What follows belongs to an exercise in optimizing a design on an open flow for small area, a short achievable clock period and few clock cycles per item; a production flow would make more cautious choices. The RTL was checked by simulation tests, not by an equivalence proof against the original design. Power and IR drop assume default switching activity.

## serial_stick_command_decoder_top
module serial_stick_command_decoder_top (
  input  logic        clk,
  input  logic        rst,
  input  logic        cmd_valid,
  output logic        cmd_ready,
  input  logic        cmd_mode,
  input  logic [7:0]  cmd_rx_byte,
  input  logic [11:0] cmd_rc_pitch,
  input  logic [11:0] cmd_rc_roll,
  output logic        stick_valid,
  input  logic        stick_ready,
  output logic        stick_armed,
  output logic [14:0] stick_throttle,
  output logic [14:0] stick_pitch,
  output logic [14:0] stick_roll,
  output logic        stick_clear_store,
  output logic [3:0]  stick_directions,
  input  logic        psel,
  input  logic        penable,
  input  logic        pwrite,
  input  logic [3:0]  paddr,
  input  logic [31:0] pwdata,
  output logic [31:0] prdata,
  output logic        pready
);
Size in the first run: ~1300 cells after synthesis, ~160 I/O pins, roughly 13000 sq um of cells after synthesis.
clock: 7.0 ns
lec_check: 0
cap_margin: 20
core_margin: 2
core_utilization: 55
setup_slack_margin: 3.5
slew_margin: 20
standard.sh (not shown) runs the stock make flow with config.mk's settings and CLKGATE_MAP_FILE= SYNTH_SCRIPT=/design/flow/synth_recipe.tcl, a recipe that flattens the netlist after the stock synthesis.
==> flow/flow/run.sh <==
#!/bin/bash
# The standard layout, with every port buffered by the smallest plain
# buffer (the timing repair resizes the ones on critical paths) instead of
# the delay buffer buffer_ports picks by default.
set -euo pipefail
export BUFFER_PORTS_ARGS="-buffer_cell sky130_fd_sc_hd__buf_1"
bash standard.sh finish > standard_flow.log 2>&1
Testbench counts at the start, summed over its fixed seeds: cycles 12,042, items 12,026.
Change:
SETUP_SLACK_MARGIN = 3.6   (was 3.5)
Global-route usage goes up by 0.77 points; sequential share of layout area is lower by 0.60 points; power is higher by 1.0%; setup slack improved by 0.028 ns; routed wire length goes up by 2.2%; utilization went up by 1.1 points.

========
Another version of the RTL of serial_stick_command_decoder_top (not shown whole).
Size in the first run: about 1300 cells after synthesis, about 190 flip-flops, about 13000 um2 of cells after synthesis.
// serial_stick_command_decoder_top
module serial_stick_command_decoder_top (
  input  logic        clk,
  input  logic        rst,
  input  logic        cmd_valid,
  output logic        cmd_ready,
  input  logic        cmd_mode,
  input  logic [7:0]  cmd_rx_byte,
  input  logic [11:0] cmd_rc_pitch,
  input  logic [11:0] cmd_rc_roll,
  output logic        stick_valid,
  input  logic        stick_ready,
  output logic        stick_armed,
  output logic [14:0] stick_throttle,
  output logic [14:0] stick_pitch,
  output logic [14:0] stick_roll,
  output logic        stick_clear_store,
  output logic [3:0]  stick_directions,
  input  logic        psel,
  input  logic        penable,
  input  logic        pwrite,
  input  logic [3:0]  paddr,
  input  logic [31:0] pwdata,
  output logic [31:0] prdata,
  output logic        pready
);
  ssc_pkg::cfg_t cfg;
  ssc_cfg_regs u_cfg (
    .clk     (clk),
    .rst     (rst),
    .psel    (psel),
    .penable (penable),
    .pwrite  (pwrite),
    .paddr   (paddr),
    .pwdata  (pwdata),
    .prdata  (prdata),
    .pready  (pready),
    .cfg     (cfg)
  );
  logic        in_valid;
  logic        in_mode;
  logic [7:0]  in_byte;
  logic        advance;
  assign advance   = in_valid && (!stick_valid || stick_ready);
  assign cmd_ready = !in_valid || advance;
  always_ff @(posedge clk) begin
    if (rst || cmd_ready) in_valid <= !rst && cmd_valid;
  end
  always_ff @(posedge clk) begin
    if (cmd_ready && cmd_valid) begin
      in_mode  <= cmd_mode;
      in_byte  <= cmd_rx_byte;
    end
  end
  logic                     armed_flag;
  logic                     pending;         
  logic [1:0]               chars_left;      
  logic [1:0]               target;
  logic [1:0]               phase;
  logic                     negative;
  logic signed [StickW-1:0] sacc;
  logic signed [StickW-1:0] sacc10;          
  logic                     sacc_above;      
  logic [3:0]               dir_flags;
  ...
export LEC_CHECK = 0
export CAP_MARGIN = 20
export CORE_MARGIN = 2
export CORE_UTILIZATION = 55
export CTS_BUF_LIST = sky130_fd_sc_hd__clkbuf_8
export SETUP_SLACK_MARGIN = 3.1
export SLEW_MARGIN = 20
create_clock -name core_clock -period 7.0 [get_ports {clk}]
run.sh (not shown) runs the stock make flow with config.mk's settings and CLKGATE_MAP_FILE= SYNTH_SCRIPT=/design/flow/synth_recipe.tcl, a recipe that flattens the netlist after the stock synthesis.
Stock flow here: none of the scripts above is used.
Testbench counts at the start, summed over its fixed seeds: cycles 12,042, items 12,026.
Edit:
==> flow/flow/run.sh (new file) <==
#!/bin/bash
# The standard layout, with every port buffered by the smallest plain
# buffer (the timing repair resizes the ones on critical paths) instead of
# the delay buffer buffer_ports picks by default.
set -euo pipefail
export BUFFER_PORTS_ARGS="-buffer_cell sky130_fd_sc_hd__buf_1"
bash standard.sh finish > standard_flow.log 2>&1
==> flow/standard.sh (new file) <==
#!/bin/bash
# synth_recipe.tcl (not shown) runs the flow's synth.tcl, then flattens the netlist and writes it again
# the make line also repeats each setting of config.mk as NAME=value (left out here)
make -C /OpenROAD-flow-scripts/flow DESIGN_CONFIG=/design/flow/config.mk WORK_HOME=/design/flow/orfs CLKGATE_MAP_FILE= SYNTH_SCRIPT=/design/flow/synth_recipe.tcl "${@:-finish}"
- CTS_BUF_LIST: sky130_fd_sc_hd__clkbuf_8 -> not set
- SETUP_SLACK_MARGIN: 3.1 -> 2.9
removed: flow/run.sh
Outcome: Via count falls by 1.7%; combinational power shrinks by 10%; final cell count goes down by 0.97%; wire length decreases by 2.6%; die area stays the same; global-route usage goes up by 0.45 points; design area decreases by 5.8%; power goes up by 4.4%; clock-buffer cell count rises by 1; worst setup slack gets worse by 75 ps.

========
serial_stick_command_decoder_top again, from the RTL that the note above started with.
==> flow/config.mk <==
export PLATFORM = sky130hd
export DESIGN_NAME = serial_stick_command_decoder_top
export DESIGN_NICKNAME = serial_stick_command_decoder_top
export VERILOG_FILES = /design/flow/design.v
export SDC_FILE = /design/flow/constraint.sdc
export NUM_CORES = 4
export LEC_CHECK = 0
export CAP_MARGIN = 20
export CORE_MARGIN = 2
export CORE_UTILIZATION = 55
export SETUP_SLACK_MARGIN = 3.4
export SLEW_MARGIN = 20
==> flow/constraint.sdc <==
create_clock -name core_clock -period 7.0 [get_ports {clk}]
set_input_delay 1.4000 -clock core_clock [delete_from_list [all_inputs] [get_ports {clk}]]
set_output_delay 1.4000 -clock core_clock [all_outputs]
set_load 0.01 [all_outputs]
standard.sh (not shown) runs the stock make flow with config.mk's settings and CLKGATE_MAP_FILE= SYNTH_SCRIPT=/design/flow/synth_recipe.tcl, a recipe that flattens the netlist after the stock synthesis.
==> flow/flow/run.sh <==
#!/bin/bash
# The standard layout, with every port buffered by the smallest plain
# buffer (the timing repair resizes the ones on critical paths) instead of
# the delay buffer buffer_ports picks by default.
set -euo pipefail
export BUFFER_PORTS_ARGS="-buffer_cell sky130_fd_sc_hd__buf_1"
bash standard.sh finish > standard_flow.log 2>&1
Testbench counts at the start, summed over its fixed seeds: cycles 12,042, items 12,026.
Edit:
==> flow/run.sh (new file) <==
#!/bin/bash
# synth_recipe.tcl (not shown) runs the flow's synth.tcl, then flattens the netlist and writes it again
# the make line also repeats each setting of config.mk as NAME=value (left out here)
make -C /OpenROAD-flow-scripts/flow DESIGN_CONFIG=/design/flow/config.mk WORK_HOME=/design/flow/orfs CLKGATE_MAP_FILE= SYNTH_SCRIPT=/design/flow/synth_recipe.tcl finish
CORE_UTILIZATION = 40   (was 55)
SETUP_SLACK_MARGIN = 3.6   (was 3.4)
removed: flow/flow/run.sh
removed: flow/standard.sh
After rerunning: The changed run ran to the end with no violations. Synthesized area stays the same. Worst hold slack gains 0.014 ns. Wire length rises by a few percent. Core utilization falls by 14 points. Critical path depth falls by 2. Power rises by a few percent. Sequential power is about the same.
Edit:
==> flow/flow/run.sh (new file) <==
#!/bin/bash
# The standard layout, with every port buffered by the smallest plain
# buffer (the timing repair resizes the ones on critical paths) instead of
# the delay buffer buffer_ports picks by default.
set -euo pipefail
export BUFFER_PORTS_ARGS="-buffer_cell sky130_fd_sc_hd__buf_1"
bash standard.sh finish > standard_flow.log 2>&1
==> flow/standard.sh (new file) <==
#!/bin/bash
# synth_recipe.tcl (not shown) runs the flow's synth.tcl, then flattens the netlist and writes it again
# the make line also repeats each setting of config.mk as NAME=value (left out here)
make -C /OpenROAD-flow-scripts/flow DESIGN_CONFIG=/design/flow/config.mk WORK_HOME=/design/flow/orfs CLKGATE_MAP_FILE= SYNTH_SCRIPT=/design/flow/synth_recipe.tcl "${@:-finish}"
CORE_UTILIZATION = 55   (was 40)
SETUP_SLACK_MARGIN = 3.1   (was 3.6)
removed: flow/run.sh
Outcome:
- synthesized cell count does not change
- register-to-register slack got worse by 0.13 ns
- total power went down by 6.8%
- via count fell by 3.5%

========
serial_stick_command_decoder_top again, from the RTL that the note above started with.
export LEC_CHECK = 0
export CAP_MARGIN = 20
export CORE_MARGIN = 2
export CORE_UTILIZATION = 55
export SETUP_SLACK_MARGIN = 3.1
export SLEW_MARGIN = 20
create_clock -name core_clock -period 7.0 [get_ports {clk}]
run.sh (not shown) runs the stock make flow with config.mk's settings and CLKGATE_MAP_FILE= SYNTH_SCRIPT=/design/flow/synth_recipe.tcl, a recipe that flattens the netlist after the stock synthesis.
Stock flow here: none of the scripts above is used.
The starting point passed the timing, DRC and antenna checks.
Testbench counts at the start, summed over its fixed seeds: cycles 12,042, items 12,026.
Rerun with:
==> flow/flow/run.sh (new file) <==
#!/bin/bash
# The standard layout, with every port buffered by the smallest plain
# buffer (the timing repair resizes the ones on critical paths) instead of
# the delay buffer buffer_ports picks by default.
set -euo pipefail
export BUFFER_PORTS_ARGS="-buffer_cell sky130_fd_sc_hd__buf_1"
bash standard.sh finish > standard_flow.log 2>&1
==> flow/standard.sh (new file) <==
#!/bin/bash
# synth_recipe.tcl (not shown) runs the flow's synth.tcl, then flattens the netlist and writes it again
# the make line also repeats each setting of config.mk as NAME=value (left out here)
make -C /OpenROAD-flow-scripts/flow DESIGN_CONFIG=/design/flow/config.mk WORK_HOME=/design/flow/orfs CLKGATE_MAP_FILE= SYNTH_SCRIPT=/design/flow/synth_recipe.tcl "${@:-finish}"
- TNS_END_PERCENT: unset -> 5
removed: flow/run.sh
- The new run ran to the end with no violations
- final cell count is lower by 0.74%
- synthesized cell count does not change
- count of clock-buffer cells in the layout is lower by 2
- synthesized area is unchanged
- wire length is lower by 2.7%
- global-route usage is higher by 0.18 points
- critical path depth is higher by 7

========
serial_stick_command_decoder_top with an RTL version that a note above also has.
For scale: roughly 1300 cells after synthesis, about 200 flip-flops, ~160 I/O pins, ~13000 sq um of cells after synthesis.
==> flow/config.mk <==
export PLATFORM = sky130hd
export DESIGN_NAME = serial_stick_command_decoder_top
export DESIGN_NICKNAME = serial_stick_command_decoder_top
export VERILOG_FILES = /design/flow/design.v
export SDC_FILE = /design/flow/constraint.sdc
export NUM_CORES = 4
export LEC_CHECK = 0
export CAP_MARGIN = 20
export CORE_MARGIN = 2
export CORE_UTILIZATION = 65
export SETUP_SLACK_MARGIN = 3.35
export SLEW_MARGIN = 20
export TNS_END_PERCENT = 5
==> flow/constraint.sdc <==
create_clock -name core_clock -period 7.0 [get_ports {clk}]
set_input_delay 1.4000 -clock core_clock [delete_from_list [all_inputs] [get_ports {clk}]]
set_output_delay 1.4000 -clock core_clock [all_outputs]
set_load 0.01 [all_outputs]
standard.sh (not shown) runs the stock make flow with config.mk's settings and CLKGATE_MAP_FILE= SYNTH_SCRIPT=/design/flow/synth_recipe.tcl, a recipe that flattens the netlist after the stock synthesis.
==> flow/flow/run.sh <==
#!/bin/bash
# The standard layout, with every port buffered by the smallest plain
# buffer (the timing repair resizes the ones on critical paths) instead of
# the delay buffer buffer_ports picks by default.
set -euo pipefail
export BUFFER_PORTS_ARGS="-buffer_cell sky130_fd_sc_hd__buf_1"
bash standard.sh finish > standard_flow.log 2>&1
Testbench counts at the start, summed over its fixed seeds: cycles 12,042, items 12,026.
Rerun with:
- CORE_UTILIZATION: 65 -> 55
- TNS_END_PERCENT: 5 -> not set
After rerunning:
- The changed run completed without violations
- setup slack gains 36 ps
- total power increases slightly
- global-route usage fell by 2.4 points

==> port drivers added, routing unchanged <==
How much do the figures lean on ideal ports? The routed layouts below were timed once more, with nothing changed but the port constraints. Step 1 sets driving cells, clkbuf_16 on the clock port and buf_2 on the other inputs (assumed; they add their load-dependent delay and slew). Step 2 adds t to the input delays and takes it off the output delays; t is the mean of the earliest and latest rising clock arrival at the registers after step 1. Input paths then give back, and output paths get back, about the clock's delay inside the block. Slacks: ideal ports / drivers / drivers and shift; pairs: ideal ports / drivers.
run | t, ns | slack for setup (ns) | worst setup path after step 2 | slew at the worst register clock pin (ns) | pins driven straight from the clock port
the first run of note 1 | 0.492 | 3.365 / 3.332 / 3.303 | input to register | 0.09 / 0.09 | 1
the second run of note 1 | 0.494 | 3.393 / 3.307 / 3.307 | input to output | 0.08 / 0.08 | 1
the first run of note 2 | 0.510 | 3.132 / 3.102 / 3.004 | input to register | 0.11 / 0.11 | 1
the second run of note 2 | 0.479 | 3.057 / 3.034 / 3.034 | input to output | 0.08 / 0.08 | 1
the first run of note 3 | 0.486 | 3.201 / 3.201 / 3.201 | register to register | 0.08 / 0.08 | 1
the second run of note 3 | 0.495 | 3.270 / 3.270 / 3.270 | register to register | 0.08 / 0.08 | 1
the third run of note 3 | 0.477 | 3.145 / 3.145 / 3.145 | register to register | 0.08 / 0.08 | 1
the first run of note 4 | 0.481 | 3.130 / 3.099 / 2.955 | input to register | 0.08 / 0.08 | 1
the second run of note 4 | 0.484 | 3.092 / 3.092 / 3.092 | register to register | 0.08 / 0.08 | 1
the first run of note 5 | 0.476 | 3.284 / 3.261 / 3.261 | input to output | 0.08 / 0.08 | 1
the second run of note 5 | 0.492 | 3.320 / 3.282 / 3.141 | input to register | 0.08 / 0.08 | 1
After both steps setup and hold are still met in every run listed. For the second run of note 5, which loses most, drivers alone change the setup slack by -0.038 ns; drivers and shift together by -0.179 ns.
